What follows belongs to an exercise in optimizing a design on an open flow for small area and a short achievable clock period; a production flow would make more cautious choices. Where RTL was checked, it was by simulation tests only, not by an equivalence proof against the original.

==> 03-03 <==
// am_mult_top
module am_mult_top
(
  input  logic                      clk,
  input  logic                      arst_n,
  input  logic [am_pkg::OP_W-1:0]   a,
  input  logic [am_pkg::OP_W-1:0]   b,
  output logic [am_pkg::PROD_W-1:0] product
);
  logic [am_pkg::OP_W-1:0]  a_q;
  logic [am_pkg::NDIG-1:0]  one_q;
  logic [am_pkg::NDIG-1:0]  two_q;
  logic [am_pkg::NDIG-1:0]  neg_q;
  logic                     b23_q;
  logic [am_pkg::CUT_W-1:0] cs_q;
  logic [4:0]               valid;
  always_ff @(posedge clk or negedge arst_n) begin
    if (!arst_n) begin
      valid <= '0;
    end else begin
      valid <= {valid[3:0], 1'b1};
    end
  end
  pp_init_stage ops_i (
    .clk   (clk),
    .a     (a),
    .b     (b),
    .a_q   (a_q),
    .one_q (one_q),
    .two_q (two_q),
    .neg_q (neg_q),
    .b23_q (b23_q)
  );
  csa_row_stage tree_i (
    .clk  (clk),
    .a    (a_q),
    .one  (one_q),
    .two  (two_q),
    .neg  (neg_q),
    .b23  (b23_q),
    .cs_q (cs_q)
  );
  cpa_stage cpa_i (
    .clk     (clk),
    .arst_n  (arst_n),
    .valid   (valid[4]),
    .cs      (cs_q),
    .product (product)
  );
endmodule
Settings: LEC_CHECK=0, CAP_MARGIN=50, CORE_MARGIN=2, CORE_UTILIZATION=40, SLEW_MARGIN=70, SYNTH_HIERARCHICAL=1, SYNTH_MINIMUM_KEEP_SIZE=0, BUFFER_PORTS_ARGS=-buffer_cell sky130_fd_sc_hd__buf_2, SETUP_SLACK_MARGIN=6.3; clock period 9.5 ns.
standard.sh (not shown) runs the stock make flow with config.mk's settings and CLKGATE_MAP_FILE= SYNTH_SCRIPT=/design/flow/synth_recipe.tcl, a recipe that flattens the netlist after the stock synthesis.
==> flow/flow/run.sh <==
#!/bin/bash
set -euo pipefail
echo 'export BUFFER_PORTS_ARGS = -buffer_cell sky130_fd_sc_hd__buf_2' >> config.mk
echo 'export SETUP_SLACK_MARGIN = 6.3' >> config.mk
bash standard.sh > standard.log 2>&1
==> inputs of 10-10, as changes to 03-03 <==
==> flow/flow/run.sh (replaced) <==
#!/bin/bash
set -euo pipefail
echo 'export BUFFER_PORTS_ARGS = -buffer_cell sky130_fd_sc_hd__buf_2' >> config.mk
bash standard.sh > standard.log 2>&1
--- a/flow/config.mk
+++ b/flow/config.mk
@@ -14,2 +14 @@
 export BUFFER_PORTS_ARGS = -buffer_cell sky130_fd_sc_hd__buf_2
-export SETUP_SLACK_MARGIN = 6.3
==> summary.md <==
| Metric | Value |
|---|---|
| Fin cells | `2728` |
| PostCTS Resize Cnt | `0` |
| Worst-path maximum fanout | `4` |
| Worst slack, placed | `5.82 ns` |
| Status | `timing/DRC/antenna clean` |
| Reg area | `8900 um2` |
| Met2 WL | `26.6 mm` |
-- figures above: 10-10

==> summary.md <==
| Metric | Value |
|---|---|
| Met2 WL | `27.6 mm` |
| CP delay by family, top | `adder cells` |
| Fin cells | `2751` |
| PostCTS Resize Cnt | `34` |
| Status | `timing/DRC/antenna clean` |
| RSZ-0062 raised after global routing | `yes` |
| Reg with most FFs | `tree_i.cs_q` |
-- figures above: 03-03

Function was not checked in any run of this note: the RTL went through the layout flow alone.

========
==> inputs of amber <==
am_mult_top, a different RTL version from the one above (not shown whole).
## am_mult_top
module am_mult_top
(
  input  logic                      clk,
  input  logic                      arst_n,
  input  logic [am_pkg::OP_W-1:0]   a,
  input  logic [am_pkg::OP_W-1:0]   b,
  output logic [am_pkg::PROD_W-1:0] product
);
clock: 9.5 ns
lec_check: 0
cap_margin: 50
core_margin: 2
core_utilization: 65
cts_cluster_diameter: 120
cts_cluster_size: 22
slew_margin: 70
synth_hierarchical: 1
synth_minimum_keep_size: 0
buffer_ports_args: -buffer_cell sky130_fd_sc_hd__buf_2
==> flow/flow/run.sh <==
#!/bin/bash
# The standard layout (standard.sh), with one change to how ORFS builds
# it: the ports are buffered with buf_2. buffer_ports otherwise picks a slow
# delay cell (clkdlybuf4s50), which then sits on every output path.
set -euo pipefail
echo 'export BUFFER_PORTS_ARGS = -buffer_cell sky130_fd_sc_hd__buf_2' >> config.mk
bash standard.sh > standard.log 2>&1
==> umber (differences from amber) <==
==> flow/flow/run.sh (replaced) <==
#!/bin/bash
# The standard layout, with two changes to how ORFS builds it:
#  - ports are buffered with buf_2 (buffer_ports otherwise picks a slow
#    delay cell, which sits on every output path);
#  - repair_timing aims for 6.3 ns of setup slack at the design's period,
#    so that it sizes the critical paths (the SDC is not changed).
set -euo pipefail
echo 'export BUFFER_PORTS_ARGS = -buffer_cell sky130_fd_sc_hd__buf_2' >> config.mk
echo 'export SETUP_SLACK_MARGIN = 6.3' >> config.mk
bash standard.sh > standard.log 2>&1
--- a/flow/config.mk
+++ b/flow/config.mk
@@ -15,2 +15,3 @@
 export SYNTH_MINIMUM_KEEP_SIZE = 0
 export BUFFER_PORTS_ARGS = -buffer_cell sky130_fd_sc_hd__buf_2
+export SETUP_SLACK_MARGIN = 6.3
==> lagoon (differences from amber) <==
==> flow/flow/run.sh (replaced) <==
#!/bin/bash
# The standard layout, with two changes to how ORFS builds it:
#  - ports are buffered with buf_2 (buffer_ports otherwise picks a slow
#    delay cell, which sits on every output path);
#  - repair_timing aims for 6.4 ns of setup slack at the design's period,
#    so that it sizes the critical paths (the SDC is not changed).
set -euo pipefail
echo 'export BUFFER_PORTS_ARGS = -buffer_cell sky130_fd_sc_hd__buf_2' >> config.mk
echo 'export SETUP_SLACK_MARGIN = 6.4' >> config.mk
bash standard.sh > standard.log 2>&1
--- a/flow/config.mk
+++ b/flow/config.mk
@@ -15,2 +15,3 @@
 export SYNTH_MINIMUM_KEEP_SIZE = 0
 export BUFFER_PORTS_ARGS = -buffer_cell sky130_fd_sc_hd__buf_2
+export SETUP_SLACK_MARGIN = 6.4
==> run summary <==
final worst slack -> 6238 ps
status -> timing/DRC/antenna clean
crit-path cells -> buf_4 > a22oi_1 > xnor2_1 > fa_1 > fa_1 > fa_1 > fa_1
hold slack -> 317.8 ps
reg2reg end -> tree_i.cs_q[66]$_DFF_P_
That was amber.
==> run summary <==
status -> timing/DRC/antenna clean
hold slack -> 319.3 ps
reg2reg end -> tree_i.cs_q[78]$_DFF_P_
final worst slack -> 6356 ps
crit-path cells -> buf_6 > a22oi_1 > xnor2_1 > fa_1 > fa_1 > fa_1 > fa_1
That was umber.
==> run summary <==
status -> timing/DRC/antenna clean
Root Driver -> clkbuf_16
reg2reg end -> tree_i.cs_q[66]$_DFF_P_
final worst slack -> 6325 ps
That was lagoon.

[what the ideal ports hide]
The results above use ideal ports. As a check the final layouts listed here were re-extracted and re-timed, cells and wires unchanged. Step 1 sets driving cells, clkbuf_16 on the clock port and buf_2 on the other inputs (assumed; they add their load-dependent delay and slew). Step 2 times the ports against the registers' clock, not the clock port: input delays grow and output delays shrink by t, the midpoint of the rising clock arrivals with the driver on. a / b / c = ideal ports / drivers / drivers and shift; a / b = the first two.
run | shift t [ns] | setup WS [ns] | hold WS [ns] | worst slew at a driven data input, ns | cell pins on the clock port's net
03-03 | 0.637 | 5.878 / 5.878 / 5.878 | 0.326 / 0.326 / 0.326 | 0.03 | 1
10-10 | 0.631 | 5.766 / 5.766 / 5.766 | 0.320 / 0.320 / 0.320 | 0.05 | 1
amber | 0.594 | 6.238 / 6.238 / 6.238 | 0.318 / 0.318 / 0.318 | 0.05 | 1
umber | 0.594 | 6.356 / 6.356 / 6.356 | 0.319 / 0.319 / 0.319 | 0.05 | 1
lagoon | 0.593 | 6.325 / 6.325 / 6.325 | 0.318 / 0.318 / 0.318 | 0.05 | 1
After both steps every run listed still meets setup and hold.
